Context: an optimization exercise on an open-source flow, tuned for small area and a short achievable clock period. The choices shown serve that exercise and are no tape-out recipe.
In this exercise RTL edits were held to simulation tests only and were not proved equivalent to the original.
Power figures rest on the tool's default switching activity, not on a simulated workload. The flow treats the clock pin as an ideal source, which a real chip does not have.

[flow/design.v]
package brfpa_pkg;
  localparam int DATA_W = 8;
  localparam int LEN_W  = 11;
  localparam int FILL_W = 11;
  localparam int CL_W   = 4;
  localparam int ADDR_W = 3;
  localparam logic [CL_W-1:0] CAP_LOG2_RESET = 4'd10;
  localparam logic            REG_CAP_LOG2   = 1'b0;
  typedef enum logic [1:0] {
    KIND_WRITE  = 2'd0,
    KIND_READ   = 2'd1,
    KIND_FLUSH  = 2'd2,
    KIND_PACKET = 2'd3
  } kind_e;
  typedef enum logic [1:0] {
    ST_OK    = 2'd0,
    ST_FULL  = 2'd1,
    ST_EMPTY = 2'd2,
    ST_SEQ   = 2'd3
  } status_e;
  typedef struct packed {
    logic [1:0]       kind;
    logic [DATA_W-1:0] data_byte;
    logic             packet_first;
    logic [LEN_W-1:0] packet_length;
  } cmd_t;
  typedef struct packed {
    logic [1:0]        status;
    logic [DATA_W-1:0] read_data;
    logic [FILL_W-1:0] fill_level;
    logic [FILL_W-1:0] capacity;
    logic              packet_open;
  } result_t;
  typedef struct packed {
    logic push;
    logic pop;
    logic flush;
    logic load_rem;
    logic dec_rem;
    logic reserve;
  } dp_ctl_t;
  typedef struct packed {
    logic empty;
    logic write_room;
    logic pkt_fits;
    logic rem_is_one;
    logic len_is_zero;
    logic len_is_one;
  } dp_stat_t;
endpackage
module brfpa_hold (
  input  logic sh_i,
  input  logic q_i,
  input  logic en_i,
  input  logic en_ni,
  output logic d_o
);
  assign d_o = (sh_i & en_i) | (q_i & en_ni);
endmodule
module brfpa_aoi222 (
  input  logic [2:0] a_i,
  input  logic [2:0] s_i,
  output logic       y_no
);
  assign y_no = ~|(a_i & s_i);
endmodule
module brfpa_aoi22 (
  input  logic [1:0] a_i,
  input  logic [1:0] s_i,
  output logic       y_no
);
  assign y_no = ~|(a_i & s_i);
endmodule
module brfpa_nand #(parameter int W = 2) (
  input  logic [W-1:0] a_i,
  output logic         y_o
);
  assign y_o = ~&a_i;
endmodule
module brfpa_nor #(parameter int W = 2) (
  input  logic [W-1:0] a_i,
  output logic         y_o
);
  assign y_o = ~|a_i;
endmodule
module brfpa_dec16n (
  input  logic [3:0]  a_i,
  output logic [15:0] y_no
);
  for (genvar k = 0; k < 16; k++) begin : g_k
    assign y_no[k] = (a_i != 4'(k));
  end
endmodule
module brfpa_rdcol (
  input  logic [255:0] d_i,
  input  logic [255:0] s_i,
  output logic         y_no
);
  logic [85:0] t_n;    
  logic [21:0] g;      
  logic [10:0] h_n;    
  logic [2:0]  k;      
  for (genvar j = 0; j < 84; j++) begin : g_t3
    brfpa_aoi222 u_t (.a_i(d_i[3*j +: 3]), .s_i(s_i[3*j +: 3]), .y_no(t_n[j]));
  end
  for (genvar j = 0; j < 2; j++) begin : g_t2
    brfpa_aoi22 u_t (.a_i(d_i[252+2*j +: 2]), .s_i(s_i[252+2*j +: 2]), .y_no(t_n[84+j]));
  end
  for (genvar j = 0; j < 21; j++) begin : g_l2
    brfpa_nand #(.W(4)) u_g (.a_i(t_n[4*j +: 4]), .y_o(g[j]));
  end
  brfpa_nand #(.W(2)) u_g21 (.a_i(t_n[85:84]), .y_o(g[21]));
  for (genvar j = 0; j < 11; j++) begin : g_l3
    brfpa_nor #(.W(2)) u_h (.a_i(g[2*j +: 2]), .y_o(h_n[j]));
  end
  brfpa_nand #(.W(4)) u_k0 (.a_i(h_n[3:0]),  .y_o(k[0]));
  brfpa_nand #(.W(4)) u_k1 (.a_i(h_n[7:4]),  .y_o(k[1]));
  brfpa_nand #(.W(3)) u_k2 (.a_i(h_n[10:8]), .y_o(k[2]));
  brfpa_nor  #(.W(3)) u_y  (.a_i(k), .y_o(y_no));
endmodule
module brfpa_inc #(parameter int W = 9) (
  input  logic [W-1:0] a_i,
  output logic [W-1:0] y_o
);
  assign y_o = a_i + W'(1);
endmodule
module brfpa_dec #(parameter int W = 9) (
  input  logic [W-1:0] a_i,
  output logic [W-1:0] y_o
);
  assign y_o = a_i - W'(1);
endmodule
module brfpa_dec2 #(parameter int W = 9) (
  input  logic [W-1:0] a_i,
  output logic [W-1:0] y_o
);
  assign y_o = a_i - W'(2);
endmodule
import brfpa_pkg::*;
module byte_ring_fifo_packet_admit_top (
  input  logic                         clk_i,
  input  logic                         rst_ni,
  input  logic                         start,
  output logic                         busy,
  input  logic [21:0]                  cmd_i,
  output logic                         result_valid_o,
  output logic [32:0]                  result_o,
  input  logic                         psel,
  input  logic                         penable,
  input  logic                         pwrite,
  input  logic [brfpa_pkg::ADDR_W-1:0] paddr,
  input  logic [31:0]                  pwdata,
  output logic [31:0]                  prdata,
  output logic                         pready
);
  localparam int DEPTH = 256;
  logic [1:0]  kind;
  logic [7:0]  data;
  logic        first;
  logic [10:0] len;
  assign kind  = cmd_i[21:20];
  assign data  = cmd_i[19:12];
  assign first = cmd_i[11];
  assign len   = cmd_i[10:0];
  logic [3:0]  cap_log2_q;
  logic [8:0]  cap_q;             
  logic [8:0]  count_q;           
  logic [8:0]  free_q;            
  logic [10:0] rp_q;              
  logic        adm_q, drp_q;      
  logic        open_q;            
  logic        valid_q;
  logic [1:0]  status_q;
  logic [7:0]  rd_q;              
  logic        we_q, we_nq;       
  logic [7:0]  wd_q;              
  logic        rbyp_q;            
  logic [15:0] hi_nq, lo_nq;      
  logic [7:0]  mem_q [DEPTH];
  logic clear;
  assign clear  = psel & penable & pwrite & ~paddr[2];
  assign pready = 1'b1;
  assign prdata = paddr[2] ? 32'd0 : {28'd0, cap_log2_q};
  function automatic logic [8:0] ring_size(input logic [3:0] cl);
    ring_size = cl[3] ? 9'd256 : (9'd1 << cl[2:0]);
  endfunction
  logic is_wr, is_rd, is_fl, is_pk;
  logic empty, wroom, fits, len_zero, len_one, rem_one;
  logic push, pop, pk_first, pk_next;
  logic [1:0] status_d;
  assign is_wr    = start & (kind == 2'd0);
  assign is_rd    = start & (kind == 2'd1);
  assign is_fl    = start & (kind == 2'd2);
  assign is_pk    = start & (kind == 2'd3);
  assign pk_first = is_pk & first;
  assign pk_next  = is_pk & ~first;
  assign empty    = (count_q == 9'd0);
  assign wroom    = adm_q ? (rp_q[8:0] <= free_q) : (free_q != 9'd0);
  assign fits     = (len[10:9] == 2'b00) & (len[8:0] <= free_q);
  assign len_zero = (len == 11'd0);
  assign len_one  = (len == 11'd1);
  assign rem_one  = (rp_q == 11'd2);
  assign push = (is_wr & wroom)
              | (pk_first & ~open_q & ~len_zero & fits)
              | (pk_next & adm_q);
  assign pop  = is_rd & ~empty;
  always_comb begin
    status_d = ST_OK;
    if (is_wr & ~wroom) status_d = ST_FULL;
    if (is_rd & empty)  status_d = ST_EMPTY;
    if (pk_first) begin
      if (open_q)                     status_d = ST_SEQ;
      else if (len_zero | ~fits)      status_d = ST_FULL;
    end
    if (pk_next) begin
      if (drp_q)                      status_d = ST_FULL;
      else if (~adm_q)                status_d = ST_SEQ;
    end
  end
  logic [8:0]  count_p1, count_m1, count_m2, free_p1, free_m1;
  logic [10:0] rp_m1;
  brfpa_inc  #(.W(9))  u_count_p1 (.a_i(count_q), .y_o(count_p1));
  brfpa_dec  #(.W(9))  u_count_m1 (.a_i(count_q), .y_o(count_m1));
  brfpa_dec2 #(.W(9))  u_count_m2 (.a_i(count_q), .y_o(count_m2));
  brfpa_inc  #(.W(9))  u_free_p1  (.a_i(free_q),  .y_o(free_p1));
  brfpa_dec  #(.W(9))  u_free_m1  (.a_i(free_q),  .y_o(free_m1));
  brfpa_dec  #(.W(11)) u_rp_m1    (.a_i(rp_q),    .y_o(rp_m1));
  logic adm_d, drp_d;
  always_comb begin
    adm_d = adm_q;
    drp_d = drp_q;
    if (pk_first & ~open_q & ~len_zero & ~len_one) begin
      adm_d = fits;
      drp_d = ~fits;
    end
    if (pk_next & rem_one) begin
      adm_d = 1'b0;
      drp_d = 1'b0;
    end
    if (clear) begin
      adm_d = 1'b0;
      drp_d = 1'b0;
    end
  end
  always_ff @(posedge clk_i or negedge rst_ni) begin
    if (!rst_ni) begin
      cap_log2_q <= 4'd10;
      cap_q      <= 9'd256;
      count_q    <= 9'd0;
      free_q     <= 9'd256;
      adm_q      <= 1'b0;
      drp_q      <= 1'b0;
      open_q     <= 1'b0;
      valid_q    <= 1'b0;
    end else begin
      valid_q <= start;
      adm_q   <= adm_d;
      drp_q   <= drp_d;
      open_q  <= adm_d | drp_d;
      if (clear) begin
        cap_log2_q <= pwdata[3:0];
        cap_q      <= ring_size(pwdata[3:0]);
        count_q    <= 9'd0;
        free_q     <= ring_size(pwdata[3:0]);
      end else if (is_fl) begin
        count_q    <= 9'd0;
        free_q     <= cap_q;
      end else if (push) begin
        count_q    <= count_p1;
        free_q     <= free_m1;
      end else if (pop) begin
        count_q    <= count_m1;
        free_q     <= free_p1;
      end
    end
  end
  logic [7:0] rd_mux_n;
  always_ff @(posedge clk_i) begin
    if (!open_q)      rp_q <= len;
    else if (pk_next) rp_q <= rp_m1;
    status_q <= status_d;
    we_q     <= push;
    we_nq    <= ~push;
    wd_q     <= data;
    rbyp_q   <= ridx_d[8];
    hi_nq    <= hi_n;
    lo_nq    <= lo_n;
    rd_q     <= pop ? (rbyp_q ? wd_q : ~rd_mux_n) : 8'd0;
  end
  logic [8:0]   ridx_d;
  logic [15:0]  hi_n, lo_n;
  logic [255:0] sel;
  assign ridx_d = pop ? count_m2 : count_m1;
  brfpa_dec16n u_dec_hi (.a_i(ridx_d[7:4]), .y_no(hi_n));
  brfpa_dec16n u_dec_lo (.a_i(ridx_d[3:0]), .y_no(lo_n));
  for (genvar i = 0; i < DEPTH; i++) begin : g_sel
    brfpa_nor #(.W(2)) u_sel (.a_i({hi_nq[i/16], lo_nq[i%16]}), .y_o(sel[i]));
  end
  for (genvar b = 0; b < 8; b++) begin : g_rd
    logic [255:0] col;
    for (genvar i = 0; i < DEPTH; i++) begin : g_col
      assign col[i] = mem_q[i][b];
    end
    brfpa_rdcol u_col (.d_i(col), .s_i(sel), .y_no(rd_mux_n[b]));
  end
  logic [7:0] mem_d [DEPTH];
  for (genvar i = 0; i < DEPTH; i++) begin : g_ent
    logic [7:0] sh_in;
    if (i == 0) begin : g_first
      assign sh_in = wd_q;
    end else begin : g_next
      assign sh_in = mem_q[i-1];
    end
    for (genvar b = 0; b < 8; b++) begin : g_bit
      brfpa_hold u_h (.sh_i(sh_in[b]), .q_i(mem_q[i][b]), .en_i(we_q), .en_ni(we_nq),
                      .d_o(mem_d[i][b]));
    end
  end
  always_ff @(posedge clk_i) begin
    for (int i = 0; i < DEPTH; i++) mem_q[i] <= mem_d[i];
  end
  assign busy           = 1'b0;
  assign result_valid_o = valid_q;
  assign result_o       = {status_q, rd_q, 2'b00, count_q, 2'b00, cap_q, open_q};
endmodule
[flow/run.sh]
#!/bin/bash
# synth_recipe.tcl (not shown) runs the flow's synth.tcl, then flattens the netlist and writes it again
# the make line also repeats each setting of config.mk as NAME=value (left out here)
make -C /OpenROAD-flow-scripts/flow DESIGN_CONFIG=/design/flow/config.mk WORK_HOME=/design/flow/orfs CLKGATE_MAP_FILE= SYNTH_SCRIPT=/design/flow/synth_recipe.tcl finish
[flow/config.mk]
export PLATFORM = sky130hd
export DESIGN_NAME = byte_ring_fifo_packet_admit_top
export DESIGN_NICKNAME = byte_ring_fifo_packet_admit_top
export VERILOG_FILES = /design/flow/design.v
export SDC_FILE = /design/flow/constraint.sdc
export NUM_CORES = 4
export LEC_CHECK = 0
export CAP_MARGIN = 20
export CORE_MARGIN = 2
export CORE_UTILIZATION = 45
export SETUP_SLACK_MARGIN = 2.8
export SLEW_MARGIN = 20
export SYNTH_HIERARCHICAL = 1
export SYNTH_MINIMUM_KEEP_SIZE = 0
[flow/constraint.sdc]
create_clock -name core_clock -period 5.5 [get_ports {clk_i}]
set_input_delay 1.1000 -clock core_clock [delete_from_list [all_inputs] [get_ports {clk_i}]]
set_output_delay 1.1000 -clock core_clock [all_outputs]
set_load 0.01 [all_outputs]
==> flow_summary_export.csv, run 1 <==
group,metric,value,unit
critical_path,critPathRequiredTime,6.24,ns
power,peakVddDrop,0.000371,V
floorplanning,die_y,410,µm
drt,ant_nets,0,
drt,drc,0,
yosys,synth-compound-area-share,34.3,%
timing,fin_crit,2.91,ns
floorplanning,initial_core_util,45.4,%
timing,timing.setup.tns,0,ns
timing,finClkSkew,0.0307,ns
yosys,ys_top_cells_by_count,"dfxtp_1, a22o_1, a222oi_1, nor2_1, nand4_1",
yosys,synth-edff-count,11,
drt,num_vias,57810,
yosys,avgSynthCellArea,12.5,µm²
timing,finalHoldViolCount,0,
cells_and_area,stdcell_count,8705,
timing,period_share,52.8,%
yosys,muxShareOfSynthArea,0.274,%
yosys,synth_top_family_by_area,"compound AO/OA/AOI/OAI gates",
floorplanning,die_x,410,µm
floorplanning,io_pins,131,
floorplanning,rows,148,
critical_path,crit_path_top_delay_cell,"a222oi_1",
yosys,synth.most_common_cell,"dfxtp_1",
drt,drtIter0Drc,8271,
critical_path,endpoint_kind,"register",
critical_path,path_class,"reg -> reg",
critical_path,start_kind,"register",
yosys,synth.largest_area_cell,"dfxtp_1",
clock_tree,path_clk_slew,0.06,ns
global_routing,grt_max_degree,246,
placement,io_buffers,66,
placement,hpwl,125000,µm
global_routing,grt_pass1_vias,53687,
drt,viasPerCell,6.64,
clock_tree,root_buffer,"clkbuf_16",
cells_and_area,syn_to_final_growth,18.0,%
yosys,synth_top_area_share,56.8,%
clock_tree,numClockSinks,2146,
timing,slew_violations,0,
job,max_cap_viol_count,0,
timing,timing.slew.headroom,18.8,%
yosys,ys_ff_latch,2146,
clock_tree,cts_made_buffers,217,
yosys,synth_cell_types,64,
yosys,async_reset_ff_share,1.58,%
critical_path,path_max_fanout,8,
global_routing,grt_antenna_before_repair,1,
yosys,yosys.area_share.adder,0.405,%
timing,timing.fmax,344,MHz
cells_and_area,n_antenna_cell,0,
power,powerDensity,433,nW/µm²
status,outcome,"complete, no violations",
yosys,synth-xor-area-share,0.473,%
placement,gp_congestion,0.857,
floorplanning,core_area,163000,µm²
critical_path,critPathArrivalTime,3.64,ns
timing,rsz0062_at_grt,"true",
power,power_leakage,32.4,nW
drt,routed_wl,204000,µm
floorplanning,die_area,168000,µm²
global_routing,grt_pass1_wl,316000,µm
clock_tree,clockBufferDepth,3,
cells_and_area,fin_nets,6438,
global_routing,grtUsageTotal,23.1,%
placement,placed_cells,8201,
drt,dr.pass1.iters,13,
timing,tightestPinTransition,1.22,ns
yosys,netlist_instances,5928,
clock_tree,clk_latency,0.86,ns
yosys,synth.area.top_cells,"dfxtp_1, a22o_1, a222oi_1",
cells_and_area,final_layout_size_suffix_gt1_share,12.4,%
yosys,ys.warnings.count,10,
clock_tree,cts_tree,"built",
critical_path,rrSetupSlack,2.59,ns
drt,wl_per_cell,23.5,µm
critical_path,critPathMaxStageDelay,0.44,ns
worst_hold_path,hold_path.class,"reg -> reg",
yosys,synth-main-ff-cell,"dfxtp_1",
clock_tree,htreeDepth,4,
global_routing,overflow,0,
yosys,synthSimpleGateAreaFrac,5.43,%
timing,finalSetupViolations,0,
cells_and_area,n_fill_cell,13962,
yosys,ys_seq_area_share,58.4,%
yosys,synth_area,74100,µm²
critical_path,worstPathCellList,"nor2_2 -> a222oi_1 -> nand4_1 -> nor2_4 -> nand4_1 -> nor3_4 -> nor2_1 -> a21oi_1 -> nor2_1",
==> where the power goes <==
group	internal (mW)	switching (mW)
logic	1.86	3.80
registers	16.1	0.813
clock network	8.95	6.26
total	26.9	10.9
==> critical path: cells and delay by family (launching register included) <==
kind,cells,cell delay [ns]
flip-flops,1,0.43
AO/OA/AOI/OAI,2,0.59
AND/OR/NAND/NOR,7,1.76
==> routing by layer <==
layer | up-vias | track usage [%] | share of wire (%)
li1 | 26522 | - | -
met1 | 29067 | 34.5 | 47
met2 | 1924 | 33.7 | 44
met3 | 295 | 3.74 | 6.6
met4 | 2 | 7.35 | 2.7
met5 | - | 0 | 0.056
==> stage by stage <==
step	utilization [%]	power (mW)	worst slack, ns	instance area (µm²)	hold WS (ns)
floorplan	-	19.9	-5.61	74200	0.436
global placement	47.7	21.7	1.63	77900	0.446
detailed placement	47.7	21.8	1.61	77900	0.445
CTS	53.2	37.7	2.62	86900	0.456
global route	53.6	39.2	2.57	87400	0.508
finish	53.6	37.8	2.59	87400	0.456
==> modules after synthesis, one instance, submodules excluded, excerpt <==
module / cell area (µm²) / cells
brfpa_dec16n: 186 / 20
brfpa_aoi22: 12.5 / 1
byte_ring_fifo_packet_admit_top: 45300 / 2476
brfpa_aoi222: 10.0 / 1
brfpa_hold: 8.76 / 1
==> logic make-up after synthesis <==
family / after synthesis
buf+inv: 92
other cells: 2
simple gates: 793
mux: 19
fa+ha+maj: 24
xor+xnor: 40
flops: 2146
compound gates: 2812
==> placed cells by master, fill, tap and decap left out, drive strengths merged, types with 5 or more instances in the layout <==
cell,Yosys,final
a221oi,8,8
nor4,15,15
o211ai,8,8
nand4,189,189
dfrtp,31,31
a21o,10,10
nand3,29,29
inv,32,40
dfxtp,2101,2101
o21ai,11,11
bufinv,0,16
clkdlybuf4s15,0,13
clkbuf,15,321
or4b,9,9
mux2i,9,9
a222oi,673,673
a22oi,16,16
clkinv,0,49
nand4b,9,9
mux2,10,10
nor3,25,25
clkdlybuf4s50,0,27
buf,45,174
xor2,26,26
a22o,2048,2048
a21oi,15,15
nor2,401,401
xnor2,14,14
edfxtp,11,11
nand2,80,80
nor2b,5,5
conb,2,34
nand4bb,12,12
a211oi,12,12
dlygate4sd2,0,14
ha,24,24
==> what timing repair did <==
action / in CTS / in global routing
hold endpoints to repair: 0 / 0
endpoints found under the setup margin: 92 / 45
gates resized for setup: 285 / 92
hold buffers: 0 / 0
setup buffers: 83 / 23
pin swaps: 101 / 71
==> sequential cells by signal, indices dropped and copies added, names as in the netlist <==
signal      flops
rbyp_q          1
adm_q           1
hi_nq          16
wd_q            8
cap_log2_q      3
count_q         9
cap_q           9
rd_q            8
drp_q           1
we_nq           1
open_q          1
rp_q           11
mem_q        2048
free_q          9
valid_q         1
lo_nq          16
we_q            1
status_q        2
==> area by class of cell <==
class / instances / area, µm² / share of cell area [%]
tap: 2175 / 2720 / 3.11
clock inverter: 77 / 1040 / 1.19
inverter: 32 / 146 / 0.167
sequential: 2146 / 43400 / 49.6
multi-input combinational: 3722 / 31100 / 35.6
timing repair buffer: 232 / 2550 / 2.92
clock buffer: 321 / 6490 / 7.43
==> worst paths after layout <==
path / from / to / depth (start not counted)
hold reg to reg: cap_log2_q[1] / cap_log2_q[1] / 2
min in group asynchronous: rst_ni / open_q / 2
hold / removal: cap_log2_q[1] / cap_log2_q[1] / 2
max in group asynchronous: rst_ni / count_q[3] / 2
setup / recovery: hi_nq[8] / rd_q[0] / 9
setup reg to reg: hi_nq[8] / rd_q[0] / 9
==> run 2: changes to the inputs <==
==> flow/flow/run.sh (new file) <==
#!/bin/bash
set -euo pipefail
export BUFFER_PORTS_ARGS="-buffer_cell sky130_fd_sc_hd__buf_2"
export CTS_ARGS="-sink_clustering_enable -repair_clock_nets -dont_use_dummy_load -sink_clustering_size 30 -sink_clustering_max_diameter 120"
bash standard.sh finish > standard.log 2>&1
==> flow/standard.sh (new file) <==
#!/bin/bash
# synth_recipe.tcl (not shown) runs the flow's synth.tcl, then flattens the netlist and writes it again
# the make line also repeats each setting of config.mk as NAME=value (left out here)
make -C /OpenROAD-flow-scripts/flow DESIGN_CONFIG=/design/flow/config.mk WORK_HOME=/design/flow/orfs CLKGATE_MAP_FILE= SYNTH_SCRIPT=/design/flow/synth_recipe.tcl "${@:-finish}"
removed: flow/run.sh
==> run 2 against run 1 <==
Net effect: combinational power is 5.3% lower; hold slack better by 0.014 ns; die area stayed put; sequential power hardly changed; register-to-register slack better by 0.09 ns; synthesized cell count stayed put; core utilization is 3.6 points lower; critical endpoint is now rd_q[4].
==> flow_summary_export.csv, run 2 <==
group,metric,value,unit
clock_tree,clockBufferDepth,3,
timing,period_share,51.3,%
floorplanning,die_y,410,µm
timing,timing.fmax,355,MHz
power,powerDensity,364,nW/µm²
cells_and_area,final_common_cell,"dfxtp_1",
cells_and_area,syn_to_final_growth,10.0,%
placement,hpwl,123000,µm
drt,routed_wl,198000,µm
cells_and_area,multi_input_area,31000,µm²
timing,timing.setup.tns,0,ns
drt,dr.pass1.iters,13,
placement,gp_congestion,0.887,
yosys,synth_area,74100,µm²
power,power_leakage,29.5,nW
floorplanning,die_area,168000,µm²
floorplanning,die_x,410,µm
floorplanning,core_area,163000,µm²
drt,wl_per_cell,23.7,µm
yosys,ys_top_cells_by_count,"dfxtp_1, a22o_1, a222oi_1, nor2_1, nand4_1",
cells_and_area,largest_reg_flops,2048,
floorplanning,rows,148,
global_routing,grt_pass1_vias,51584,
yosys,avgSynthCellArea,12.5,µm²
yosys,yosys.area_share.adder,0.405,%
drt,num_vias,56639,
critical_path,path_class,"reg -> reg",
critical_path,critPathArrivalTime,3.44,ns
yosys,synthSimpleGateAreaFrac,5.43,%
timing,slew_violations,0,
critical_path,critPathRequiredTime,6.12,ns
drt,drtIter0Drc,8569,
yosys,ys.warnings.count,10,
timing,tightestPinTransition,1.26,ns
drt,viasPerCell,6.76,
floorplanning,io_pins,131,
clock_tree,clk_latency,0.75,ns
clock_tree,cts_tree,"built",
yosys,netlist_instances,5928,
power,peakVddDrop,0.000294,V
cells_and_area,register_area,43400,µm²
drt,ant_nets,0,
timing,finClkSkew,0.0744,ns
placement,io_buffers,66,
global_routing,overflow,0,
cells_and_area,top_register,"mem_q",
yosys,async_reset_ff_share,1.58,%
yosys,synth_cell_types,64,
cells_and_area,design_area,81500,µm²
yosys,ys_ff_latch,2146,
cells_and_area,final_layout_size_suffix_gt1_share,8.77,%
timing,fin_crit,2.82,ns
yosys,ys_seq_area_share,58.4,%
global_routing,grtUsageTotal,22.3,%
yosys,muxShareOfSynthArea,0.274,%
yosys,synth.largest_area_cell,"dfxtp_1",
cells_and_area,mostFrequentLayoutCells,"dfxtp_1, a22o_1, a222oi_1, nor2_1, nand4_1",
yosys,synth-xor-area-share,0.473,%
placement,dpl_cell_area,77500,µm²
yosys,synth.most_common_cell,"dfxtp_1",
timing,timing.slew.headroom,15.8,%
timing,finalSetupViolations,0,
critical_path,path_max_fanout,8,
clock_tree,path_clk_slew,0.11,ns
yosys,synth.area.top_cells,"dfxtp_1, a22o_1, a222oi_1",
cells_and_area,fin_nets,6291,
clock_tree,root_buffer,"clkbuf_16",
clock_tree,htreeDepth,3,
floorplanning,initial_core_util,45.4,%
drt,drc,0,
cells_and_area,reg.largest.list,"mem_q (2048), hi_nq (16), lo_nq (16)",
yosys,synth-main-ff-cell,"dfxtp_1",
status,outcome,"complete, no violations",
yosys,synth-compound-area-share,34.3,%
yosys,synth_top_family_by_area,"compound AO/OA/AOI/OAI gates",
global_routing,grt_max_degree,246,
worst_hold_path,hold_path.class,"reg -> reg",
global_routing,grt_antenna_before_repair,1,
job,max_cap_viol_count,0,
critical_path,endpoint_kind,"register",
cells_and_area,n_fill_cell,14538,
timing,rsz0062_at_grt,"true",
critical_path,start_kind,"register",
clock_tree,numClockSinks,2146,
clock_tree,cts_made_buffers,81,
yosys,synth_top_area_share,56.8,%
timing,finalHoldViolCount,0,
global_routing,grt_pass1_wl,306000,µm
yosys,synth-edff-count,11,
run 2: cell families (layout without fill, tap and decap cells):
kind of cell    after synthesis  in the layout
compound gates             2812           2812
flops                      2146           2146
simple gates                793            793
buf+inv                      92            334
xor+xnor                     40             40
fa+ha+maj                    24             24
mux                          19             19
other cells                   2             35
run 2: cell type report:
| type | count | share of cell area, % |
|---|---|---|
| Sequential cell | 2146 | 53.2 |
| Antenna cell | 1 | 0.00307 |
| Inverter | 32 | 0.163 |
| Tap cell | 2175 | 3.34 |
| Multi-Input combinational cell | 3722 | 38.0 |
| Clock buffer | 81 | 2.49 |
| Timing Repair Buffer | 221 | 2.78 |
run 2: metal layers:
metal  vias up  track usage [%]  part of all wire [%]
li1      25989                -                     -
met1     28625             33.8                    48
met2      1810             33.2                    44
met3       215             2.55                   5.8
met4         0             6.04                   2.5
met5         -                0                     0
run 2: final timing paths:
| check | startpoint | endpoint | slack [ns] | depth (start not counted) |
|---|---|---|---|---|
| min in group asynchronous | rst_ni | drp_q | 0.50 | 1 |
| max | lo_nq[4] | rd_q[4] | 2.68 | 11 |
| min | cap_log2_q[1] | cap_log2_q[1] | 0.47 | 2 |
| max in group asynchronous | rst_ni | count_q[4] | 4.37 | 1 |
| min reg2reg | cap_log2_q[1] | cap_log2_q[1] | 0.47 | 2 |
| max reg2reg | lo_nq[4] | rd_q[4] | 2.68 | 11 |
run 2: repair_timing:
| item | in CTS | in global routing |
|---|---|---|
| resized for setup | 191 | 53 |
| setup buffers | 80 | 21 |
| hold buffers | 0 | 0 |
| endpoints found under the setup margin | 58 | 38 |
| pin swaps | 96 | 52 |
run 2: worst max-delay path, stage by stage, from the launching register on:
cell	delay, ns
dfxtp_4	0.41
buf_12	0.15
buf_12	0.16
nor2_1	0.18
a222oi_1	0.50
nand4_1	0.29
nor2_1	0.28
nand3_1	0.22
nor3_2	0.25
nor2_2	0.11
a21oi_2	0.15
nor2_1	0.05
run 2: through the flow:
stage | hold slack [ns] | setup slack [ns] | utilization, % | cells | power, mW
final | 0.470 | 2.68 | 49.9 | 8378 | 29.7
after global routing | 0.415 | 2.57 | 49.9 | 8377 | 30.9
after CTS | 0.414 | 2.67 | 49.7 | 8356 | 29.6
after detailed placement | 0.456 | 1.79 | 47.5 | 8195 | 21.7
after global placement | 0.448 | 1.76 | 47.5 | 8195 | 21.6
after floorplan | 0.436 | -5.61 | - | 5960 | 19.9
run 2: modules after synthesis, one instance, submodules excluded, a selection:
module	flip-flops and latches	times used	area, µm²	cells inside
brfpa_hold	0	2048	8.76	1
brfpa_aoi222	0	672	10.0	1
byte_ring_fifo_packet_admit_top	2146	1	45300	2476
brfpa_aoi22	0	16	12.5	1
brfpa_dec16n	0	2	186	20
run 2: power breakdown:
part | switching [mW] | total [mW] | internal (mW)
clock network | 4.63 | 7.30 | 2.67
logic | 3.57 | 5.36 | 1.79
registers | 0.914 | 17.0 | 16.1
==> run 3: changes to the inputs <==
--- a/flow/design.v
+++ b/flow/design.v
@@ -96,3 +96,3 @@
   input  logic [255:0] s_i,
-  output logic         y_no
+  output logic [2:0]   k_o
 );
@@ -101,3 +101,2 @@
   logic [10:0] h_n;    
-  logic [2:0]  k;      
   for (genvar j = 0; j < 84; j++) begin : g_t3
@@ -115,6 +114,5 @@
   end
-  brfpa_nand #(.W(4)) u_k0 (.a_i(h_n[3:0]),  .y_o(k[0]));
-  brfpa_nand #(.W(4)) u_k1 (.a_i(h_n[7:4]),  .y_o(k[1]));
-  brfpa_nand #(.W(3)) u_k2 (.a_i(h_n[10:8]), .y_o(k[2]));
-  brfpa_nor  #(.W(3)) u_y  (.a_i(k), .y_o(y_no));
+  brfpa_nand #(.W(4)) u_k0 (.a_i(h_n[3:0]),  .y_o(k_o[0]));
+  brfpa_nand #(.W(4)) u_k1 (.a_i(h_n[7:4]),  .y_o(k_o[1]));
+  brfpa_nand #(.W(3)) u_k2 (.a_i(h_n[10:8]), .y_o(k_o[2]));
 endmodule
@@ -167,2 +165,3 @@
   logic [8:0]  count_q;           
+  logic        empty_q;           
   logic [8:0]  free_q;            
@@ -196,3 +195,3 @@
   assign pk_next  = is_pk & ~first;
-  assign empty    = (count_q == 9'd0);
+  assign empty    = empty_q;
   assign wroom    = adm_q ? (rp_q[8:0] <= free_q) : (free_q != 9'd0);
@@ -249,2 +248,3 @@
       count_q    <= 9'd0;
+      empty_q    <= 1'b1;
       free_q     <= 9'd256;
@@ -259,2 +259,5 @@
       open_q  <= adm_d | drp_d;
+      if (clear | is_fl)  empty_q <= 1'b1;
+      else if (push)      empty_q <= 1'b0;
+      else if (pop)       empty_q <= (count_q == 9'd1);
       if (clear) begin
@@ -276,3 +279,3 @@
   end
-  logic [7:0] rd_mux_n;
+  logic [7:0] rd_d;
   always_ff @(posedge clk_i) begin
@@ -287,3 +290,3 @@
     lo_nq    <= lo_n;
-    rd_q     <= pop ? (rbyp_q ? wd_q : ~rd_mux_n) : 8'd0;
+    rd_q     <= rd_d;
   end
@@ -293,4 +296,6 @@
   assign ridx_d = pop ? count_m2 : count_m1;
-  brfpa_dec16n u_dec_hi (.a_i(ridx_d[7:4]), .y_no(hi_n));
+  logic [15:0]  hi_dn;
+  brfpa_dec16n u_dec_hi (.a_i(ridx_d[7:4]), .y_no(hi_dn));
   brfpa_dec16n u_dec_lo (.a_i(ridx_d[3:0]), .y_no(lo_n));
+  assign hi_n = hi_dn | {16{ridx_d[8]}};
   for (genvar i = 0; i < DEPTH; i++) begin : g_sel
@@ -303,3 +308,5 @@
     end
-    brfpa_rdcol u_col (.d_i(col), .s_i(sel), .y_no(rd_mux_n[b]));
+    logic [2:0] k;
+    brfpa_rdcol u_col (.d_i(col), .s_i(sel), .k_o(k));
+    assign rd_d[b] = pop & (|k | (rbyp_q & wd_q[b]));
   end
==> run 3 against run 2 <==
Net effect: largest power group unchanged; final area rose by 0.12%; maximum frequency increased by 0.68%; register-to-register slack better by 0.02 ns; sequential share of layout area hardly changed; critical path type unchanged; wire length rose by 2.6%; worst setup slack gained 0.019 ns; clock skew decreased by 0.027 ns; hold slack lost 0.0028 ns; non-clock buffer count shrank 9.
==> flow_summary_export.csv, run 3 <==
group,metric,value,unit
timing,tightestPinTransition,1.28,ns
yosys,ys_ff_latch,2147,
drt,viasPerCell,6.75,
drt,routed_wl,203000,µm
job,max_cap_viol_count,0,
drt,drc,0,
cells_and_area,top_register,"mem_q",
yosys,synth_top_area_share,56.6,%
yosys,ys_seq_area_share,58.2,%
critical_path,endpoint_kind,"register",
yosys,synth.most_common_cell,"dfxtp_1",
timing,timing.setup.tns,0,ns
yosys,netlist_instances,5951,
timing,slew_violations,0,
yosys,yosys.area_share.adder,0.404,%
global_routing,grt_antenna_before_repair,3,
drt,drtIter0Drc,9040,
power,switching_power,8.51,mW
global_routing,grt_max_degree,266,
power,p_seq_share,58.6,%
floorplanning,die_x,410,µm
clock_tree,cts_tree,"built",
yosys,synth_top_family_by_area,"compound AO/OA/AOI/OAI gates",
critical_path,crit_path_top_delay_cell,"nand4_1",
timing,finalSetupViolations,0,
yosys,avgSynthCellArea,12.5,µm²
global_routing,grt_pass1_wl,312000,µm
clock_tree,htreeDepth,3,
critical_path,rrSetupSlack,2.70,ns
placement,gp_congestion,0.830,
critical_path,cp_top_family,"simple AND/OR/NAND/NOR gates",
critical_path,path_max_fanout,8,
critical_path,critPathMaxStageDelay,0.42,ns
cells_and_area,design_area,81600,µm²
floorplanning,rows,149,
yosys,muxShareOfSynthArea,0.226,%
cells_and_area,mostFrequentLayoutCells,"dfxtp_1, a22o_1, a222oi_1, nor2_1, nand4_1",
yosys,async_reset_ff_share,1.63,%
critical_path,critPathArrivalTime,3.40,ns
power,peakVddDrop,0.000371,V
placement,io_buffers,66,
clock_tree,cts_hold_buf,0,
power,internal_power,20.4,mW
timing,rsz0062_at_grt,"true",
critical_path,cp_num_buf_inv,1,
yosys,synthSimpleGateAreaFrac,5.46,%
cells_and_area,largest_reg_flops,2048,
clock_tree,numClockSinks,2147,
critical_path,path_class,"reg -> reg",
floorplanning,die_area,168000,µm²
timing,finalHoldViolCount,0,
drt,ant_nets,0,
yosys,synth.area.top_cells,"dfxtp_1, a22o_1, a222oi_1",
worst_hold_path,hold_path_depth,1,
global_routing,grt_pass1_vias,51360,
yosys,synth-xor-area-share,0.471,%
clock_tree,root_buffer,"clkbuf_16",
critical_path,rr_startpoint,"lo_nq[6]",
power,power_frac_comb,16.0,%
critical_path,r2r_end,"rd_q[4]",
critical_path,critPathRequiredTime,6.10,ns
placement,dpl_cell_area,77900,µm²
cells_and_area,fin_nets,6304,
timing,finClkSkew,0.0477,ns
timing,fin_crit,2.80,ns
global_routing,overflow,0,
power,switching_share,29.4,%
floorplanning,io_pins,131,
yosys,synth-main-ff-cell,"dfxtp_1",
cells_and_area,final_common_cell,"dfxtp_1",
power,clockPowerShare,25.4,%
yosys,synth-edff-count,11,
timing,timing.fmax,357,MHz
placement,hpwl,127000,µm
power,power_leakage,29.5,nW
critical_path,start_kind,"register",
cells_and_area,final_layout_size_suffix_gt1_share,8.58,%
drt,wl_per_cell,24.2,µm
floorplanning,initial_core_util,45.2,%
yosys,ys_top_cells_by_count,"dfxtp_1, a22o_1, a222oi_1, nor2_1, nand4_1",
yosys,synth-compound-area-share,34.5,%
drt,num_vias,56757,
cells_and_area,reg.largest.list,"mem_q (2048), hi_nq (16), lo_nq (16)",
worst_hold_path,hold_path.class,"in -> reg",
power,powerDensity,354,nW/µm²
clock_tree,clockBufferDepth,3,
critical_path,worstPathCellList,"buf_4 -> nor2_2 -> a222oi_1 -> nand4_1 -> nor2_4 -> nand4_1 -> a2111oi_4 -> nor2_2",
clock_tree,clk_latency,0.75,ns
timing,period_share,50.9,%
cells_and_area,final_core_util,49.6,%
status,outcome,"complete, no violations",
yosys,synth_area,74300,µm²
cells_and_area,syn_to_final_growth,9.76,%
yosys,synth.largest_area_cell,"dfxtp_1",
clock_tree,cts_made_buffers,81,
drt,dr.pass1.iters,11,
critical_path,ff2ff_path_depth,8,
floorplanning,die_y,410,µm
yosys,ys.warnings.count,10,
timing,timing.slew.headroom,14.7,%
floorplanning,core_area,164000,µm²
cells_and_area,n_antenna_cell,0,
global_routing,grtUsageTotal,22.8,%
yosys,synth_cell_types,75,
worst_hold_path,hp-start,"cmd_i[15]",
clock_tree,path_clk_slew,0.12,ns
worst_hold_path,hold_end,"wd_q[3]",
run 3: cell types whose count changed after synthesis, sizes merged, moves of 7 or more:
| cell | change |
|---|---|
| nand2b | +20 |
| nor3 | -12 |
| nor2 | -11 |
| nand2 | +10 |
| a2111oi | +9 |
| a311oi | +9 |
| nand3 | -9 |
| a21o | -8 |
| mux2i | -8 |
| a21oi | +7 |
| a221oi | -7 |
| o211ai | -7 |
run 3: worst max path at each step:
stage / to / cells past startpoint / startpoint
after floorplan: mem_q[0][0] / 1 / we_nq
after CTS: rd_q[4] / 7 / hi_nq[15]
final: rd_q[4] / 8 / lo_nq[6]
after detailed placement: rd_q[4] / 7 / lo_nq[0]
after global routing: rd_q[3] / 10 / lo_nq[9]
after global placement: rd_q[4] / 7 / lo_nq[0]
run 3: per-module statistics from Yosys, one instance, submodules excluded, a selection:
module | cells inside | flops+latches | copies in the design | area (µm²)
brfpa_aoi22 | 1 | 0 | 16 | 12.5
byte_ring_fifo_packet_admit_top | 2507 | 2147 | 1 | 45700
brfpa_hold | 1 | 0 | 2048 | 8.76
brfpa_dec16n | 20 | 0 | 2 | 186
brfpa_aoi222 | 1 | 0 | 672 | 10.0
run 3: per-stage QoR:
step | cells | power (mW) | hold slack (ns) | setup slack (ns)
detailed placement | 8243 | 21.1 | 0.476 | 1.84
global placement | 8243 | 21.0 | 0.466 | 1.80
floorplan | 5983 | 19.5 | 0.451 | -5.61
finish | 8404 | 28.9 | 0.467 | 2.70
global route | 8404 | 30.0 | 0.420 | 2.68
CTS | 8380 | 28.8 | 0.417 | 2.65
run 3: cells by family (layout without fill, tap and decap cells):
family | Yosys count | in the layout
buffers and inverters | 96 | 327
AOI/OAI and AO/OA | 2829 | 2830
adders and majority gates | 24 | 24
DFF | 2147 | 2147
muxes | 15 | 15
other | 2 | 34
xor gates and xnor gates | 40 | 40
and+or+nand+nor | 798 | 798
run 3: routing by layer:
metal	up-vias	part of all wire, %	wire length (µm)	track usage (%)
met3	257	6.3	12800	3.05
met4	2	2.9	5890	5.98
met2	1869	43	87400	33.5
met1	28540	48	97200	34.9
met5	-	0.0064	13	0
li1	26089	-	-	-
run 3: final cells by class:
| cell class | count | area, µm² |
|---|---|---|
| tap | 2189 | 2740 |
| sequential | 2147 | 43400 |
| fill | 14558 | 82800 |
| timing repair buffer | 212 | 2120 |
| clock buffer | 81 | 2030 |
| multi-input combinational | 3741 | 31200 |
| inverter | 34 | 130 |
run 3: timing repair:
action / CTS / global route
pin swaps: 64 / 50
gates resized for setup: 174 / 61
cloned: 0 / 1
buffers inserted: 56 / 23
setup endpoints to repair: 45 / 47
run 3: power by group through the flow:
stage | logic [mW] | registers [mW] | clock network, mW
5_1_grt | 4.90 | 17.0 | 8.07
6_report | 4.62 | 16.9 | 7.34
3_5_place_dp | 3.49 | 17.6 | 0
4_1_cts | 4.34 | 16.9 | 7.56
2_1_floorplan | 1.79 | 17.7 | 0
3_3_place_gp | 3.41 | 17.6 | 0
==> run 4: changes to the inputs <==
==> flow/flow/run.sh (replaced) <==
#!/bin/bash
set -euo pipefail
export BUFFER_PORTS_ARGS="-buffer_cell sky130_fd_sc_hd__buf_2"
export CTS_ARGS="-sink_clustering_enable -repair_clock_nets -dont_use_dummy_load -sink_clustering_size 26 -sink_clustering_max_diameter 100"
bash standard.sh finish > standard.log 2>&1
--- a/flow/config.mk
+++ b/flow/config.mk
@@ -9,3 +9,3 @@
 export CORE_MARGIN = 2
-export CORE_UTILIZATION = 45
+export CORE_UTILIZATION = 55
 export SETUP_SLACK_MARGIN = 2.8
==> run 4 against run 3 <==
Net effect: final area decreased by 0.29%; clock skew fell by 0.0068 ns; non-clock buffer count unchanged; critical path depth up 1; highest routed layer is now met4; largest power group unchanged; power up 1.1%; critical endpoint is now rd_q[7]; cell count is 4.9% lower; still clean on timing, DRC and antenna; die area decreased by 18%; sequential power hardly changed.
==> flow_summary_export.csv, run 4 <==
group,metric,value,unit
yosys,synth.area.top_cells,"dfxtp_1, a22o_1, a222oi_1",
power,finalPower,29.2,mW
power,power_leakage,29.7,nW
power,switching_power,8.51,mW
yosys,synth-xor-area-share,0.471,%
yosys,muxShareOfSynthArea,0.226,%
floorplanning,die_x,372,µm
global_routing,grt_pass1_vias,51826,
power,power_frac_comb,15.7,%
yosys,ys_ff_latch,2147,
critical_path,rr_startpoint,"lo_nq[9]",
yosys,synth_area,74300,µm²
cells_and_area,final_layout_size_suffix_gt1_share,8.51,%
critical_path,critPathArrivalTime,3.39,ns
cells_and_area,final_common_cell,"dfxtp_1",
floorplanning,initial_core_util,55.6,%
critical_path,ff2ff_path_depth,9,
clock_tree,numClockSinks,2147,
critical_path,start_kind,"register",
job,max_cap_viol_count,0,
drt,routed_wl,205000,µm
clock_tree,clk_latency,0.73,ns
drt,ant_nets,0,
cells_and_area,stdcell_count,7995,
power,internal_power,20.7,mW
clock_tree,htreeDepth,3,
global_routing,grt_pass1_wl,313000,µm
yosys,synth_cell_types,75,
timing,holdWs,0.480,ns
clock_tree,root_buffer,"clkbuf_16",
clock_tree,cts_made_buffers,92,
yosys,ys_seq_area_share,58.2,%
clock_tree,path_clk_slew,0.10,ns
clock_tree,cts_tree,"built",
timing,tightestPinTransition,1.09,ns
cells_and_area,syn_to_final_growth,9.44,%
critical_path,critPathMaxStageDelay,0.52,ns
timing,finClkSkew,0.0408,ns
worst_hold_path,hp-start,"cmd_i[12]",
cells_and_area,largest_reg_flops,2048,
global_routing,grt_antenna_before_repair,2,
critical_path,crit_path_top_delay_cell,"a222oi_1",
yosys,synth.most_common_cell,"dfxtp_1",
critical_path,path_class,"reg -> reg",
drt,viasPerCell,7.15,
yosys,synth_top_family_by_area,"compound AO/OA/AOI/OAI gates",
yosys,synth-compound-area-share,34.5,%
floorplanning,die_area,138000,µm²
critical_path,r2r_end,"rd_q[7]",
timing,fin_crit,2.78,ns
yosys,ys.warnings.count,10,
power,peakVddDrop,0.000253,V
placement,gp_congestion,0.846,
critical_path,rrSetupSlack,2.72,ns
cells_and_area,design_area,81300,µm²
critical_path,worstPathCellList,"buf_12 -> nor2_4 -> buf_4 -> a222oi_1 -> nand4_1 -> nor2_1 -> nand4_1 -> a2111oi_0 -> nor2_1",
yosys,synth-main-ff-cell,"dfxtp_1",
yosys,netlist_instances,5951,
cells_and_area,n_fill_cell,10864,
cells_and_area,mostFrequentLayoutCells,"dfxtp_1, a22o_1, a222oi_1, nor2_1, nand4_1",
drt,dr.pass1.iters,13,
timing,timing.fmax,360,MHz
yosys,ys_top_cells_by_count,"dfxtp_1, a22o_1, a222oi_1, nor2_1, nand4_1",
timing,slew_violations,0,
yosys,async_reset_ff_share,1.63,%
yosys,synth-edff-count,11,
power,switching_share,29.1,%
timing,setup_slack,2.72,ns
drt,drc,0,
status,outcome,"complete, no violations",
worst_hold_path,hold_end,"wd_q[0]",
placement,hpwl,127000,µm
worst_hold_path,hold_path.class,"in -> reg",
drt,wl_per_cell,25.6,µm
cells_and_area,final_core_util,60.8,%
power,p_seq_share,58.0,%
critical_path,path_max_fanout,5,
clock_tree,clockBufferDepth,3,
power,powerDensity,359,nW/µm²
timing,finalHoldViolCount,0,
timing,period_share,50.5,%
cells_and_area,reg.largest.list,"mem_q (2048), hi_nq (16), lo_nq (16)",
drt,drtIter0Drc,8822,
floorplanning,rows,134,
floorplanning,core_area,134000,µm²
worst_hold_path,hold_path_depth,1,
yosys,synth.largest_area_cell,"dfxtp_1",
placement,placed_cells,7817,
floorplanning,die_y,372,µm
cells_and_area,fin_nets,6315,
global_routing,grtUsageTotal,28.2,%
yosys,synthSimpleGateAreaFrac,5.46,%
timing,rsz0062_at_grt,"true",
yosys,yosys.area_share.adder,0.404,%
placement,dpl_cell_area,77400,µm²
floorplanning,io_pins,131,
drt,num_vias,57168,
yosys,synth_top_area_share,56.6,%
global_routing,overflow,0,
power,clockPowerShare,26.3,%
timing,timing.slew.headroom,27.2,%
timing,finalSetupViolations,0,
placement,io_buffers,66,
global_routing,grt_max_degree,214,
timing,timing.setup.tns,0,ns
placement,pre_cts_slack,1.85,ns
cells_and_area,top_register,"mem_q",
yosys,avgSynthCellArea,12.5,µm²
critical_path,endpoint_kind,"register",
critical_path,critPathRequiredTime,6.11,ns
## run 4: cell counts after synthesis
No cell type changed its count.
## run 4: area by class of cell
class | instances | area (µm²) | share of cell area [%]
Antenna cell | 1 | 2.50 | 0.00308
Clock buffer | 92 | 2300 | 2.83
Inverter | 34 | 133 | 0.163
Multi-Input combinational cell | 3741 | 31100 | 38.2
Sequential cell | 2147 | 43400 | 53.4
Tap cell | 1768 | 2210 | 2.72
Timing Repair Buffer | 212 | 2200 | 2.71
## run 4: modules after synthesis, one instance, submodules excluded, a selection
| module | cell area [µm²] | cells inside | times used |
|---|---|---|---|
| byte_ring_fifo_packet_admit_top | 45700 | 2507 | 1 |
| brfpa_dec16n | 186 | 20 | 2 |
| brfpa_aoi22 | 12.5 | 1 | 16 |
| brfpa_aoi222 | 10.0 | 1 | 672 |
| brfpa_hold | 8.76 | 1 | 2048 |
## run 4: worst max-delay path, delay by kind of cell, from the launching register on
kind	cells	cell delay, ns
buffers and inverters	2	0.28
AND/OR/NAND/NOR	5	1.07
flip-flops	1	0.39
AO/OA/AOI/OAI	2	0.94
## run 4: timing repair
action | 4_1_cts | 5_1_grt
pin swaps | 39 | 89
gates resized for setup | 112 | 103
hold buffers | 0 | 0
endpoints found under the setup margin | 40 | 37
gates cloned | 0 | 1
setup buffers | 60 | 24
## run 4: worst max path at each step
stage	startpoint	end	slack [ns]	cells after the start
6_report	lo_nq[9]	rd_q[7]	2.72	9
5_1_grt	count_q[0]	hi_nq[4]	2.78	9
4_1_cts	lo_nq[12]	rd_q[4]	2.77	8
3_5_place_dp	lo_nq[10]	rd_q[4]	1.85	7
3_3_place_gp	lo_nq[9]	rd_q[1]	1.90	7
2_1_floorplan	we_nq	mem_q[0][0]	-5.61	1
## run 4: logic make-up after synthesis
logic type                 after synthesis
AOI/OAI and AO/OA                     2829
xor gates and xnor gates                40
adders and majority gates               24
buffers and inverters                   96
DFF                                   2147
muxes                                   15
other                                    2
and+or+nand+nor                        798
## run 4: per-layer routing
| metal | vias up | global-route usage, % | wire, µm |
|---|---|---|---|
| met5 | - | 0 | 0 |
| li1 | 26127 | - | - |
| met1 | 28862 | 42.0 | 94300 |
| met2 | 1932 | 43.2 | 92700 |
| met3 | 247 | 3.29 | 12200 |
| met4 | 0 | 7.65 | 5450 |
## run 4: power groups by stage
stage | Combinational (mW) | Sequential (mW) | Clock, mW
floorplan | 1.79 | 17.7 | 0
global placement | 3.35 | 17.6 | 0
detailed placement | 3.41 | 17.6 | 0
CTS | 4.21 | 17.0 | 7.89
global route | 4.85 | 17.0 | 8.38
finish | 4.59 | 16.9 | 7.68
==> run 5: changes to the inputs <==
--- a/flow/design.v
+++ b/flow/design.v
@@ -136,2 +136,10 @@
 endmodule
+module brfpa_a21oi (
+  input  logic a1_i,
+  input  logic a2_i,
+  input  logic b1_i,
+  output logic y_no
+);
+  assign y_no = ~((a1_i & a2_i) | b1_i);
+endmodule
 import brfpa_pkg::*;
@@ -166,2 +174,3 @@
   logic        empty_q;           
+  logic        wroom_q;           
   logic [8:0]  free_q;            
@@ -196,3 +205,3 @@
   assign empty    = empty_q;
-  assign wroom    = adm_q ? (rp_q[8:0] <= free_q) : (free_q != 9'd0);
+  assign wroom    = wroom_q;
   assign fits     = (len[10:9] == 2'b00) & (len[8:0] <= free_q);
@@ -243,2 +252,24 @@
   end
+  logic rp_le_free_p1, rp_lt_free, rp_le_cap, free_ne0, free_ne1, len_lt_free;
+  logic wroom_d;
+  assign rp_le_free_p1 = (rp_q[8:0] <= free_p1);
+  assign rp_lt_free    = (rp_q[8:0] <  free_q);
+  assign rp_le_cap     = (rp_q[8:0] <= cap_q);
+  assign free_ne0      = (free_q != 9'd0);
+  assign free_ne1      = (free_q != 9'd1);
+  assign len_lt_free   = (len[8:0]  <  free_q);
+  always_comb begin
+    if (clear)               wroom_d = 1'b1;
+    else if (!adm_d) begin
+      if (is_fl)             wroom_d = 1'b1;
+      else if (push)         wroom_d = free_ne1;
+      else if (pop)          wroom_d = 1'b1;
+      else                   wroom_d = free_ne0;
+    end
+    else if (!adm_q)         wroom_d = len_lt_free;
+    else if (is_fl)          wroom_d = rp_le_cap;
+    else if (is_wr & wroom)  wroom_d = rp_lt_free;
+    else if (pop)            wroom_d = rp_le_free_p1;
+    else                     wroom_d = wroom_q;
+  end
   always_ff @(posedge clk_i or negedge rst_ni) begin
@@ -249,2 +280,3 @@
       empty_q    <= 1'b1;
+      wroom_q    <= 1'b1;
       free_q     <= 9'd256;
@@ -259,2 +291,3 @@
       open_q  <= adm_d | drp_d;
+      wroom_q <= wroom_d;
       if (clear | is_fl)  empty_q <= 1'b1;
@@ -309,4 +342,7 @@
     logic [2:0] k;
+    logic       y_n, bw_n;
     brfpa_rdcol u_col (.d_i(col), .s_i(sel), .k_o(k));
-    assign rd_d[b] = pop & (|k | (rbyp_q & wd_q[b]));
+    brfpa_nor #(.W(3)) u_y (.a_i(k), .y_o(y_n));
+    assign bw_n = ~(rbyp_q & wd_q[b]);
+    brfpa_a21oi u_rd (.a1_i(y_n), .a2_i(bw_n), .b1_i(~pop), .y_no(rd_d[b]));
   end
==> run 5 against run 4 <==
Net effect: first-iteration DRC count shrank 5.2%; hold slack lost 0.022 ns; global-route usage shrank 0.65 points; maximum frequency shrank 1.2%; highest routed layer unchanged; via count shrank 1.2%; largest power group unchanged; power shrank 4.7%.
==> flow_summary_export.csv, run 5 <==
group,metric,value,unit
critical_path,critPathMaxStageDelay,0.61,ns
yosys,ys.warnings.count,10,
yosys,synth.area.top_cells,"dfxtp_1, a22o_1, a222oi_1",
yosys,avgSynthCellArea,12.5,µm²
clock_tree,clk_latency,0.73,ns
critical_path,endpoint,"rd_q[3]",
cells_and_area,syn_to_final_growth,9.07,%
floorplanning,core_area,135000,µm²
floorplanning,rows,135,
yosys,synth.largest_area_cell,"dfxtp_1",
timing,finalSetupViolations,0,
cells_and_area,fin_nets,6366,
global_routing,grt_pass1_wl,307000,µm
power,switching_share,27.3,%
floorplanning,die_y,373,µm
global_routing,grtUsageTotal,27.6,%
critical_path,endpoint_kind,"register",
critical_path,critPathRequiredTime,6.12,ns
timing,timing.setup.tns,0,ns
status,outcome,"complete, no violations",
critical_path,rrSetupSlack,2.69,ns
global_routing,use_met3,2.95,%
global_routing,overflow,0,
critical_path,cp-startpoint,"lo_nq[5]",
drt,ant_nets,0,
drt,dr.pass1.iters,10,
floorplanning,die_x,373,µm
critical_path,worstPathCellList,"buf_12 -> nor2_4 -> a222oi_1 -> nand4_1 -> nor2_4 -> nand4_1 -> nor3_4 -> a21oi_2",
timing,tightestPinTransition,1.24,ns
timing,finalHoldViolCount,0,
timing,timing.fmax,356,MHz
cells_and_area,mostFrequentLayoutCells,"dfxtp_1, a22o_1, a222oi_1, nor2_1, nand4_1",
timing,fin_crit,2.81,ns
critical_path,ff2ff_path_depth,8,
floorplanning,initial_core_util,55.3,%
clock_tree,clockBufferDepth,3,
drt,routed_wl,201000,µm
global_routing,grt_pass1_vias,50591,
global_routing,grt_max_degree,268,
drt,wl_per_cell,25.0,µm
yosys,synth.most_common_cell,"dfxtp_1",
yosys,synth_top_area_share,56.3,%
power,power_frac_comb,12.4,%
yosys,ys_top_cells_by_count,"dfxtp_1, a22o_1, a222oi_1, nor2_1, nand4_1",
clock_tree,root_buffer,"clkbuf_16",
clock_tree,numClockSinks,2148,
global_routing,use_met2,41.6,%
critical_path,r2r_end,"rd_q[3]",
placement,pre_cts_slack,1.86,ns
clock_tree,path_clk_slew,0.10,ns
global_routing,grtUsageMet1,41.7,%
yosys,synth_cell_types,80,
placement,hpwl,126000,µm
cells_and_area,final_layout_size_suffix_gt1_share,8.27,%
global_routing,grt_antenna_before_repair,1,
yosys,synth_area,74700,µm²
placement,gp_congestion,0.863,
yosys,netlist_instances,5994,
yosys,ys_ff_latch,2148,
worst_hold_path,hp-start,"cmd_i[12]",
drt,viasPerCell,7.03,
cells_and_area,largest_reg_flops,2048,
critical_path,critPathArrivalTime,3.43,ns
timing,period_share,51.1,%
drt,drc,0,
critical_path,start_kind,"register",
yosys,synth-edff-count,11,
worst_hold_path,hold_path.class,"in -> reg",
global_routing,busiest_layer,"met1",
cells_and_area,final_common_cell,"dfxtp_1",
timing,setup_slack,2.69,ns
drt,drtIter0Drc,8360,
power,clockPowerShare,27.6,%
power,peakVddDrop,0.000246,V
critical_path,crit_path_top_delay_cell,"a222oi_1",
yosys,ys_seq_area_share,58.0,%
placement,io_buffers,66,
clock_tree,htreeDepth,3,
critical_path,path_class,"reg -> reg",
drt,num_vias,56500,
clock_tree,cts_tree,"built",
job,max_cap_viol_count,0,
floorplanning,io_pins,131,
clock_tree,cts_made_buffers,92,
critical_path,rr_startpoint,"lo_nq[5]",
critical_path,path_max_fanout,6,
cells_and_area,top_register,"mem_q",
power,powerDensity,342,nW/µm²
cells_and_area,reg.largest.list,"mem_q (2048), hi_nq (16), lo_nq (16)",
power,p_seq_share,60.0,%
power,power_leakage,29.8,nW
power,switching_power,7.62,mW
timing,timing.slew.headroom,17.6,%
yosys,synth-main-ff-cell,"dfxtp_1",
timing,slew_violations,0,
timing,rsz0062_at_grt,"true",
timing,finClkSkew,0.0457,ns
yosys,async_reset_ff_share,1.68,%
floorplanning,die_area,139000,µm²
power,internal_power,20.2,mW
==> run 5: logic make-up (layout without fill, tap and decap cells) <==
family / count (synthesis) / after routing / synth area share (%)
adder cells (fa/ha/maj): 41 / 41 / 0.687
AO/OA/AOI/OAI: 2847 / 2847 / 34.4
AND/OR/NAND/NOR: 788 / 789 / 5.45
buffers and inverters: 107 / 340 / 0.755
other: 2 / 35 / 0.0101
flip-flops: 2148 / 2148 / 58.0
XOR/XNOR: 40 / 40 / 0.469
multiplexers: 21 / 21 / 0.298
==> run 5: critical path: cells and delay by family, from the launching register on <==
kind	cells	cell delay [ns]
and+or+nand+nor	5	1.37
AOI/OAI and AO/OA	2	0.70
DFF	1	0.45
buffers and inverters	1	0.15
==> run 5: layout make-up <==
type,instances,area [µm²]
tap,1781,2230
timing repair buffer,200,1920
inverter,48,183
multi-input combinational,3772,31400
fill,11249,53600
clock buffer,92,2300
sequential,2148,43400
antenna,1,2.50
==> run 5: power groups by stage <==
stage | clock network (mW) | registers [mW] | logic (mW)
final | 7.69 | 16.7 | 3.46
after global routing | 8.42 | 16.8 | 3.69
after CTS | 7.92 | 16.7 | 3.35
after detailed placement | 0 | 17.3 | 2.69
after global placement | 0 | 17.2 | 2.65
after floorplan | 0 | 17.1 | 1.42
==> run 5: worst min path at each step <==
stage	to	cells past startpoint	slack, ns
floorplan	cap_log2_q[1]	2	0.44
global placement	cap_log2_q[2]	2	0.45
global route	wd_q[0]	1	0.45
CTS	wd_q[2]	1	0.42
detailed placement	cap_log2_q[1]	2	0.45
finish	wd_q[0]	1	0.46
==> run 5: routing by layer <==
metal / wire length (µm) / vias to the layer above
li1: - / 26226
met1: 95400 / 28309
met2: 88900 / 1743
met3: 11500 / 222
met4: 5180 / 0
met5: 0 / -
==> run 5: per-stage QoR <==
step                      hold WS (ns)  power, mW  std cells  cell area (µm²)  util (%)
after global routing             0.446       28.9       8041            81500      60.3
after floorplan                  0.436       18.6       6026            74800         -
final                            0.458       27.9       8042            81500      60.3
after detailed placement         0.455       19.9       7885            77800      57.6
after global placement           0.452       19.9       7885            77800      57.6
after CTS                        0.418       27.9       8026            81100      60.0
==> run 5: what timing repair did <==
item | in CTS | in global routing
buffers inserted | 49 | 11
resized for setup | 148 | 60
hold endpoints to repair | 0 | 0
setup endpoints to repair | 39 | 40
hold buffers | 0 | 0
gates cloned | 0 | 1
pin swaps | 45 | 80
==> run 5: Yosys stat by module (local to each module, per instance), excerpt <==
module | copies in the design | cells inside | cell area, µm²
brfpa_hold | 2048 | 1 | 8.76
brfpa_dec16n | 2 | 20 | 186
brfpa_a21oi | 8 | 1 | 8.76
byte_ring_fifo_packet_admit_top | 1 | 2534 | 45900
brfpa_aoi222 | 672 | 1 | 10.0
brfpa_aoi22 | 16 | 1 | 12.5
==> run 6: changes to the inputs <==
--- a/flow/config.mk
+++ b/flow/config.mk
@@ -14 +14,2 @@
 export SYNTH_MINIMUM_KEEP_SIZE = 0
+export TNS_END_PERCENT = 10
==> run 6 against run 5 <==
Net effect: sequential share of layout area increased by 0.16 points; non-clock buffer count decreased by 4; largest power group unchanged; core utilization decreased by 0.21 points; combinational power decreased by 1%; largest cell class unchanged; clock skew decreased by 0.012 ns; still clean on timing, DRC and antenna; hold slack improved by 0.0029 ns.
==> flow_summary_export.csv, run 6 <==
group,metric,value,unit
status,outcome,"complete, no violations",
global_routing,grtUsageTotal,27.6,%
yosys,synth.largest_area_cell,"dfxtp_1",
timing,tightestPinTransition,1.22,ns
job,max_cap_viol_count,0,
placement,dpl_cell_area,77900,µm²
global_routing,grt_antenna_before_repair,4,
cells_and_area,top_register,"mem_q",
yosys,synth-main-ff-cell,"dfxtp_1",
power,power_leakage,29.8,nW
critical_path,path_class,"reg -> reg",
placement,placed_cells,7888,
global_routing,grt_pass1_vias,51256,
timing,finClkSkew,0.0339,ns
global_routing,overflow,0,
clock_tree,numClockSinks,2148,
yosys,avgSynthCellArea,12.5,µm²
yosys,netlist_instances,5994,
drt,drc,0,
clock_tree,cts_made_buffers,92,
timing,slew_violations,0,
yosys,synth.most_common_cell,"dfxtp_1",
global_routing,grt_pass1_wl,308000,µm
cells_and_area,reg.largest.list,"mem_q (2048), hi_nq (16), lo_nq (16)",
drt,ant_nets,0,
yosys,ys.warnings.count,10,
yosys,ys_top_cells_by_count,"dfxtp_1, a22o_1, a222oi_1, nor2_1, nand4_1",
timing,rsz0062_at_grt,"true",
yosys,ys_seq_area_share,58.0,%
global_routing,grt_max_degree,253,
critical_path,start_kind,"register",
drt,drtIter0Drc,8658,
yosys,synth-edff-count,11,
worst_hold_path,hold_path.class,"in -> reg",
timing,timing.slew.headroom,18.4,%
drt,num_vias,56464,
yosys,synth_cell_types,80,
worst_hold_path,hp-start,"cmd_i[19]",
timing,timing.setup.tns,0,ns
yosys,synth.area.top_cells,"dfxtp_1, a22o_1, a222oi_1",
critical_path,critPathMaxStageDelay,0.50,ns
floorplanning,initial_core_util,55.3,%
yosys,synth_area,74700,µm²
clock_tree,clk_latency,0.73,ns
power,finalPower,27.8,mW
critical_path,path_max_fanout,8,
cells_and_area,final_layout_size_suffix_gt1_share,7.32,%
placement,hpwl,126000,µm
placement,pre_cts_slack,1.86,ns
floorplanning,die_area,139000,µm²
critical_path,worstPathCellList,"buf_12 -> buf_4 -> nor2_1 -> a222oi_1 -> nand4_1 -> nor2_1 -> nand4_1 -> nor3_4 -> a21oi_2",
cells_and_area,stdcell_count,8036,
timing,timing.fmax,342,MHz
clock_tree,cts_tree,"built",
timing,finalHoldViolCount,0,
clock_tree,path_clk_slew,0.10,ns
floorplanning,die_x,373,µm
timing,fin_crit,2.93,ns
critical_path,critPathArrivalTime,3.54,ns
clock_tree,clockBufferDepth,3,
power,peakVddDrop,0.000259,V
yosys,synth_top_area_share,56.3,%
cells_and_area,largest_reg_flops,2048,
timing,holdWs,0.461,ns
power,powerDensity,342,nW/µm²
floorplanning,die_y,373,µm
floorplanning,rows,135,
critical_path,crit_path_top_delay_cell,"nor3_4",
timing,period_share,53.2,%
floorplanning,core_area,135000,µm²
yosys,async_reset_ff_share,1.68,%
cells_and_area,final_core_util,60.1,%
critical_path,rr_startpoint,"lo_nq[8]",
drt,routed_wl,199000,µm
cells_and_area,final_common_cell,"dfxtp_1",
yosys,ys_ff_latch,2148,
drt,viasPerCell,7.03,
cells_and_area,design_area,81200,µm²
critical_path,cp-startpoint,"lo_nq[8]",
timing,setup_slack,2.57,ns
cells_and_area,n_antenna_cell,0,
clock_tree,htreeDepth,3,
placement,gp_congestion,0.857,
timing,finalSetupViolations,0,
cells_and_area,syn_to_final_growth,8.69,%
critical_path,endpoint_kind,"register",
drt,wl_per_cell,24.8,µm
drt,dr.pass1.iters,13,
clock_tree,root_buffer,"clkbuf_16",
cells_and_area,mostFrequentLayoutCells,"dfxtp_1, a22o_1, a222oi_1, nor2_1, nand4_1",
placement,io_buffers,66,
critical_path,critPathRequiredTime,6.11,ns
floorplanning,io_pins,131,
cells_and_area,fin_nets,6361,
-- run 6: cell count changes in the layout (fill, tap and decap cells not counted), moves of 6 or more --
cell	previous run	this run
buf_12	38	44
dfxtp_4	27	21
nor2_1	298	345
nor2_2	58	26
nor2_4	26	11
-- run 6: final timing paths --
path                                  to  slack, ns  cells past startpoint
setup reg to reg                 rd_q[0]       2.57                      9
hold / removal                   wd_q[7]       0.46                      1
max in group asynchronous      free_q[3]       4.42                      1
min in group asynchronous       cap_q[3]       0.49                      1
setup / recovery                 rd_q[0]       2.57                      9
hold reg to reg            cap_log2_q[2]       0.47                      2
-- run 6: where the power goes --
group	leakage, nW	switching [mW]	internal (mW)
Clock	1.13	4.67	3.01
Combinational	11.2	2.17	1.24
Sequential	17.5	0.711	16.0
Total	29.8	7.55	20.2
-- run 6: Yosys stat by module, one instance, submodules excluded, a selection --
module | flops+latches | copies in the design | area, µm² | cells
brfpa_hold | 0 | 2048 | 8.76 | 1
byte_ring_fifo_packet_admit_top | 2148 | 1 | 45900 | 2534
brfpa_a21oi | 0 | 8 | 8.76 | 1
brfpa_aoi222 | 0 | 672 | 10.0 | 1
brfpa_dec16n | 0 | 2 | 186 | 20
brfpa_aoi22 | 0 | 16 | 12.5 | 1
-- run 6: layer usage --
layer / part of all wire (%) / routed length [µm] / global-route usage, % / up-vias
li1: - / - / - / 26255
met5: 0.0060 / 12 / 0 / -
met3: 5.9 / 11900 / 3.33 / 230
met1: 47 / 94200 / 41.8 / 28221
met2: 44 / 88200 / 41.5 / 1756
met4: 2.7 / 5300 / 7.06 / 2
-- run 6: cells by family after synthesis --
| group | after synthesis | synth area share, % |
|---|---|---|
| AOI/OAI and AO/OA | 2847 | 34.4 |
| and+or+nand+nor | 788 | 5.45 |
| adders and majority gates | 41 | 0.687 |
| other | 2 | 0.0101 |
| muxes | 21 | 0.298 |
| DFF | 2148 | 58.0 |
| xor gates and xnor gates | 40 | 0.469 |
| buffers and inverters | 107 | 0.755 |
-- run 6: worst max-delay path, delay by kind of cell, from the launching register on --
kind                   cells  cell delay, ns
AND/OR/NAND/NOR            5            1.43
flip-flops                 1            0.43
AO/OA/AOI/OAI              2            0.58
buffers and inverters      2            0.37
-- run 6: layout make-up --
type                       count  area, µm²
fill                       11187      53900
sequential                  2148      43400
multi-input combinational   3771      31200
clock buffer                  92       2300
tap                         1781       2230
timing repair buffer         196       1870
inverter                      48        180
-- run 6: repair_timing --
item / 4_1_cts / 5_1_grt
endpoints found under the setup margin: 42 / 45
gates resized for setup: 99 / 19
cloned: 0 / 0
buffers inserted: 49 / 7
pin swaps: 41 / 7
hold buffers: 0 / 0

port drivers added, routing unchanged:
No port has a modelled driver above. Below, the same layouts with a new extraction and two added sets of constraints.
Step 1 sets driving cells, clkbuf_16 on the clock port and buf_2 on the other inputs (assumed; they add their load-dependent delay and slew).
Step 2 moves the port delays by t, midway between the first and last clock arrival at a register: inputs arrive t later, outputs are due t later. That takes back most of the time a late clock gives input paths.
a / b / c = ideal / step 1 / step 2; a / b = the first two.
run | t, ns | setup WS [ns] | latest minus earliest clock arrival (ns)
run 1 | 0.921 | 2.594 / 2.594 / 1.983 | 0.035 / 0.035
run 2 | 0.787 | 2.680 / 2.680 / 2.244 | 0.089 / 0.089
run 3 | 0.810 | 2.699 / 2.699 / 2.247 | 0.052 / 0.052
run 4 | 0.794 | 2.722 / 2.722 / 2.193 | 0.046 / 0.046
run 5 | 0.792 | 2.687 / 2.687 / 2.228 | 0.055 / 0.055
run 6 | 0.796 | 2.575 / 2.575 / 2.218 | 0.042 / 0.041
After both steps setup and hold are still met in every run listed. For run 1, which loses most, drivers alone change the setup slack by 0.000 ns; drivers and shift together by -0.611 ns.
